Background: an optimization exercise with open tools, aiming at small area, a short achievable clock period and few clock cycles. Do not read the settings as production practice.
The RTL was checked by simulation tests, not by an equivalence proof against the original design.
Power figures rest on the tool's default switching activity, not on a simulated workload.

$ cat flow/design.v
package sys_array_pkg;
  localparam int unsigned DefaultRow  = 4;
  localparam int unsigned DefaultCol  = 4;
  localparam int unsigned DefaultEs   = 8;
  localparam int unsigned DefaultKMax = 64;
endpackage
module pe_mac #(
  parameter int unsigned ES    = 8,
  parameter int unsigned ACC_W = 22
) (
  input  logic             clk,
  input  logic             i_clr,
  input  logic             i_signed,
  input  logic [ES-1:0]    i_a,
  input  logic [ES-1:0]    i_b,
  output logic [ACC_W-1:0] o_acc
);
  localparam logic [ACC_W-1:0] SignFix = ACC_W'(-(2 * ((1 << (2 * ES - 2)) - (1 << (ES - 1)))));
  logic [ACC_W-1:0] r_acc;
  logic [ACC_W-1:0] w_sum;
  always_comb begin
    w_sum = i_clr ? '0 : r_acc;
    for (int i = 0; i < ES; i++) begin
      for (int j = 0; j < ES; j++) begin
        if ((i == ES - 1) != (j == ES - 1)) begin
          w_sum = w_sum + (ACC_W'((i_a[i] & i_b[j]) ^ i_signed) << (i + j));
        end else begin
          w_sum = w_sum + (ACC_W'(i_a[i] & i_b[j]) << (i + j));
        end
      end
    end
    w_sum = w_sum + (i_signed ? SignFix : '0);
  end
  always_ff @(posedge clk) begin
    r_acc <= w_sum;
  end
  assign o_acc = r_acc;
endmodule
module systolic_array_os #(
  parameter int unsigned ROW   = sys_array_pkg::DefaultRow,
  parameter int unsigned COL   = sys_array_pkg::DefaultCol,
  parameter int unsigned ES    = sys_array_pkg::DefaultEs,
  parameter int unsigned K_MAX = sys_array_pkg::DefaultKMax,
  parameter int unsigned ACC_W = 2 * ES + $clog2(K_MAX)
) (
  input  logic                         clk,
  input  logic                         rst_n,
  input  logic                         start,
  input  logic [$clog2(K_MAX+1)-1:0]   k_len,
  input  logic                         signed_mode,
  input  logic                         in_vld,
  output logic                         in_rdy,
  input  logic [ROW*ES-1:0]            a_vec,
  input  logic [COL*ES-1:0]            b_vec,
  output logic                         out_vld,
  input  logic                         out_rdy,
  output logic [COL*ACC_W-1:0]         out_row,
  output logic [$clog2(ROW)-1:0]       out_row_idx,
  output logic                         out_last,
  output logic                         busy,
  output logic                         done
);
  localparam int unsigned KW = $clog2(K_MAX + 1);
  localparam int unsigned RW = $clog2(ROW);
  logic          r_feed;       
  logic          r_zero;       
  logic          r_first;      
  logic [KW-1:0] r_k_rem;      
  logic          r_signed;
  logic [ES-1:0] r_a [ROW];
  logic [ES-1:0] r_b [COL];
  logic          r_clr;        
  logic          r_last;       
  logic          r_out_vld;
  logic [RW-1:0] r_row;
  logic          r_row_last;   
  logic [KW-1:0]    w_k_clamp;
  logic             w_start, w_acc_free, w_in_rdy, w_fire, w_issue, w_xfer;
  logic [ACC_W-1:0] w_acc [ROW][COL];
  assign w_k_clamp = (k_len > KW'(K_MAX)) ? KW'(K_MAX) : k_len;
  assign w_start   = start & ~busy;
  assign w_xfer    = r_out_vld & out_rdy;
  assign w_acc_free = ~r_last & (~r_out_vld | (r_row_last & out_rdy));
  assign w_in_rdy   = r_feed & (~r_first | w_acc_free);
  assign w_fire     = in_vld & w_in_rdy;
  assign w_issue    = w_fire | (r_zero & w_acc_free);
  always_ff @(posedge clk) begin
    if (!rst_n) begin
      r_feed     <= 1'b0;
      r_zero     <= 1'b0;
      r_first    <= 1'b0;
      r_clr      <= 1'b0;
      r_last     <= 1'b0;
      r_out_vld  <= 1'b0;
      r_row      <= '0;
      r_row_last <= 1'b0;
    end else begin
      if (w_start) begin
        r_feed  <= (w_k_clamp != '0);
        r_zero  <= (w_k_clamp == '0);
        r_first <= 1'b1;
      end else begin
        if (w_fire) begin
          r_first <= 1'b0;
          if (r_k_rem == KW'(1)) r_feed <= 1'b0;
        end
        if (r_zero && w_acc_free) r_zero <= 1'b0;
      end
      r_clr  <= w_issue & (r_first | r_zero);
      r_last <= w_issue & (r_zero | (r_k_rem == KW'(1)));
      if (r_last) begin
        r_out_vld  <= 1'b1;
        r_row      <= '0;
        r_row_last <= 1'b0;
      end else if (w_xfer) begin
        r_out_vld  <= ~r_row_last;
        r_row      <= r_row + RW'(1);
        r_row_last <= (r_row == RW'(ROW - 2));
      end
    end
  end
  always_ff @(posedge clk) begin
    if (w_start) begin
      r_k_rem  <= w_k_clamp;
      r_signed <= signed_mode;
    end else if (w_fire) begin
      r_k_rem <= r_k_rem - KW'(1);
    end
  end
  always_ff @(posedge clk) begin
    for (int r = 0; r < ROW; r++) r_a[r] <= w_fire ? a_vec[r*ES +: ES] : '0;
    for (int c = 0; c < COL; c++) r_b[c] <= b_vec[c*ES +: ES];
  end
  for (genvar gr = 0; gr < ROW; gr++) begin : g_row
    for (genvar gc = 0; gc < COL; gc++) begin : g_col
      pe_mac #(
        .ES   (ES),
        .ACC_W(ACC_W)
      ) u_pe (
        .clk     (clk),
        .i_clr   (r_clr),
        .i_signed(r_signed),
        .i_a     (r_a[gr]),
        .i_b     (r_b[gc]),
        .o_acc   (w_acc[gr][gc])
      );
    end
  end
  always_comb begin
    for (int c = 0; c < COL; c++) out_row[c*ACC_W +: ACC_W] = w_acc[r_row][c];
  end
  assign in_rdy      = w_in_rdy;
  assign out_vld     = r_out_vld;
  assign out_row_idx = r_row;
  assign out_last    = r_row_last;
  assign busy        = r_feed | r_zero;
  assign done        = r_row_last & out_rdy;
endmodule
$ cat flow/run.sh
#!/bin/bash
# synth_recipe.tcl (not shown) runs the flow's synth.tcl, then flattens the netlist and writes it again
# the make line also repeats each setting of config.mk as NAME=value (left out here)
make -C /OpenROAD-flow-scripts/flow DESIGN_CONFIG=/design/flow/config.mk WORK_HOME=/design/flow/orfs CLKGATE_MAP_FILE= SYNTH_SCRIPT=/design/flow/synth_recipe.tcl finish
$ cat flow/config.mk
export PLATFORM = sky130hd
export DESIGN_NAME = systolic_array_os
export DESIGN_NICKNAME = systolic_array_os
export VERILOG_FILES = /design/flow/design.v
export SDC_FILE = /design/flow/constraint.sdc
export NUM_CORES = 4
export LEC_CHECK = 0
export CAP_MARGIN = 20
export CORE_MARGIN = 2
export CORE_UTILIZATION = 40
export SLEW_MARGIN = 20
$ cat flow/constraint.sdc
create_clock -name core_clock -period 10.0 [get_ports {clk}]
set_input_delay 2.0000 -clock core_clock [delete_from_list [all_inputs] [get_ports {clk}]]
set_output_delay 2.0000 -clock core_clock [all_outputs]
set_load 0.01 [all_outputs]
==> run notes <==
## metal layers
metal | share of wire | track usage | wire length, µm
met1 | 0.44 | 0.285 | 74000
met2 | 0.47 | 0.363 | 79300
met3 | 0.059 | 0.0330 | 10100
met4 | 0.038 | 0.0779 | 6380
met5 | 0.000077 | 0 | 13
## flip-flops by register name (all words and copies together), names as in the netlist
| name | count |
|---|---|
| r_clr | 1 |
| r_a | 32 |
| r_zero | 1 |
| r_b | 32 |
| r_feed | 1 |
| r_signed | 1 |
| r_last | 1 |
| r_k_rem | 7 |
| r_out_vld | 1 |
| r_first | 1 |
| g_row.g_col.u_pe.r_acc | 352 |
| r_row_last | 1 |
| r_row | 2 |
## how the worst max path moves through the flow
stage,start,end,slack (ps),cells after the start
5_1_grt,r_clr,g_row[1].g_col[0].u_pe.r_acc[20],3230,17
6_report,out_rdy,in_rdy,3590,5
4_1_cts,r_clr,g_row[1].g_col[0].u_pe.r_acc[20],3600,17
3_3_place_gp,out_rdy,in_rdy,3720,5
3_5_place_dp,r_clr,g_row[1].g_col[0].u_pe.r_acc[20],3620,17
2_1_floorplan,r_signed,g_row[2].g_col[3].u_pe.r_acc[21],2210,17
## area by class of cell
type / instances / area, µm²
fill: 14700 / 86200
multi-input combinational: 5056 / 49000
sequential: 433 / 8760
inverter: 751 / 2820
tap: 2044 / 2560
timing repair buffer: 244 / 2300
clock buffer: 80 / 1690
clock inverter: 30 / 337
antenna: 3 / 7.51
## cell families after synthesis
group | count (synthesis) | share of synthesized area
AO/OA/AOI/OAI | 739 | 0.0803
XOR/XNOR | 535 | 0.0759
adder cells (fa/ha/maj) | 1807 | 0.465
AND/OR/NAND/NOR | 1942 | 0.167
buffers and inverters | 1064 | 0.0647
multiplexers | 33 | 0.00549
flip-flops | 433 | 0.142
## worst min-delay path: cells and delay by family, from the launching register on
| kind | cells | cell delay (ps) |
|---|---|---|
| simple gates | 1 | 70 |
| flops | 1 | 330 |
| compound gates | 1 | 60 |
## layout by cell type, fill, tap and decap left out, types with 90 or more instances in the layout
master,Yosys,final
nor2b_1,311,311
nand2b_1,90,90
ha_1,998,994
nand2_1,546,546
and2_1,595,595
o21ai_0,106,106
a21o_1,92,92
nand3_1,92,92
fa_1,809,809
a21oi_1,177,177
inv_1,750,750
nor2_1,141,140
a22oi_1,135,135
clkdlybuf4s50_1,0,171
xnor2_1,468,468
dfxtp_1,425,417
## power groups by stage
| stage | logic (mW) | clock network [mW] | registers, mW |
|---|---|---|---|
| final | 15.2 | 2.30 | 3.28 |
| after detailed placement | 15.2 | 0 | 3.29 |
| after global routing | 17.5 | 2.42 | 3.36 |
| after global placement | 14.8 | 0 | 3.29 |
| after floorplan | 11.8 | 0 | 3.03 |
| after CTS | 15.4 | 2.36 | 3.27 |
## per-stage QoR
stage               utilization  setup slack (ps)
global placement          0.426              3720
floorplan                     -              2210
CTS                       0.439              3600
global route              0.439              3230
detailed placement        0.426              3620
finish                    0.439              3590
==> flow_summary.toml <==
[sta]
slew_headroom = 0.219
final-hold-violation-count = 0
finalSetupTns_ps = 0
period_minus_slack_ps = 6410
whs_ps = 508
rsz0062_at_grt = "no"
max_freq_mhz = 156
period_share = 0.641
setup_violations = 0
tightest_slew_ps = 1170
maxSlewViolCount = 0
worst_clock_skew_ps = 19.1

[clock_network]
postCtsSetupRepairBufs = 0
cts_root_buffer = "clkbuf_16"
clk_latency_ps = 690
holdBufCountCts = 0
clk_pin_slew_worst_paths_ps = 60
clock-sinks = 433
clock_path_buffers = 3
cts_resized = 0
tritoncts = "built"
cts.htree.levels = 2
cts_buffers = 59

[power]
vdd_drop_max_mv = 0.191
switching_power_mw = 9.73
pwr-share-seq = 0.158
p_sw_frac = 0.468
pwr-share-clk = 0.110
power-per-cell-area_mw_per_mm2 = 308
power_frac_comb = 0.732
p_leak_nw = 32.9
intPower_mw = 11.1
power_mw = 20.8

[critical_path]
crit_buf_inv = 2
crit_chain = "clkdlybuf4s50_1 > nand2_1 > a21o_1 > a21boi_2 > clkdlybuf4s50_1"
crit_family = "buffers and inverters"
end_kind = "primary output"
critPathMaxStageDelay_ps = 790
setup.worst_path.start_class = "input port"
r2r_cells = 17
arrival_ps = 4410
critPathKind = "input port to primary output"
critPathMaxFanout = 34
r2r_start = "r_clr"
reg2reg_slack_ps = 3610
cpMostUsedCell = "clkdlybuf4s50_1"
crit_slowest_cell = "a21boi_2"
worstReg2RegEnd = "g_row[1].g_col[0].u_pe.r_acc[20]"
required_ps = 8000

[place]
routabilityCongestion = 0.857
io_buffers = 171
numPlacedInstances = 8528
dpl_cell_area_mm2 = 0.0655
dpl.hpwl_um = 123000

[yosys]
yosysTopAreaCellShare = 0.262
yosys-top-cells-area = "fa_1, ha_1, dfxtp_1"
syn_inst = 6553
synth_common_cells = "ha_1, fa_1, inv_1"
yosysMostFrequentCell = "ha_1"
syn_area_mm2 = 0.0617
synthFlopType = "dfxtp_1"
synth_edf_count = 8
async_reset_ff_frac = 0
ys_warn_count = 7
yosys.area.top_type = "fa_1"
synth-seq-cells = 433
syn_avg_cell_area_um2 = 9.42
yosysSeqAreaShare = 0.142
synth_cell_type_count = 70
synth_nets = 8437

[min_path]
holdPathStages = 2
holdCritStartpoint = "r_row_last"
hold_class = "flip-flop to flip-flop"
whs_endpoint = "r_row_last"

[route]
drc = 0
dr.first_iter.drc_count = 2419
dr.pass1.iters = 6
via_per_inst = 5.25
wire_per_inst_um = 19.6
wirelength_um = 170000
ant_nets = 0
num_vias = 45400

[layout]
final_area_mm2 = 0.0675
nets = 8429
areaGrowthSynthToFinish_pct = 9.37
drive_gt1_frac = 0.0326
final_cells = 8641

[floorplan]
row_count = 144
num_io_pins = 172
dieArea_mm2 = 0.157
die_h_um = 397
fp.coreArea_mm2 = 0.154
start_util = 0.402
die_x_um = 397

[grt]
grt_pass1_vias = 48300
grt_max_degree = 144
grt_first_pass_wirelength_um = 269000
grt.total_usage = 0.218
gr-total-overflow = 0
antenna_found_initial = 14

[status]
status = "timing/DRC/antenna clean"

[flow_run]
max_cap_violations = 0
Testbench counts, summed over its fixed seeds: cycles 12,017.

## port drivers added, routing unchanged
The results above use ideal ports. As a check the final layout listed here was re-extracted and re-timed, cells and wires unchanged.
Step 1: set_driving_cell puts a clkbuf_16 on clk and a buf_2 on each other input, an assumption about the parent block.
Step 2 adds t to the input delays and takes it off the output delays; t is the mean of the earliest and latest rising clock arrival at the registers after step 1. Input paths then give back, and output paths get back, about the clock's delay inside the block.
Three values: ideal ports, drivers, drivers and shift; two values: the first two.
t (ns): 0.765
setup WS [ns]: 3.586 / 3.564 / 3.564
hold slack, ns: 0.508 / 0.508 / 0.508
worst register clock-pin slew, ns: 0.07 / 0.07
After both steps this run still meets setup and hold. The setup slack of this run moves by -0.022 ns with the drivers and by -0.022 ns with both steps.
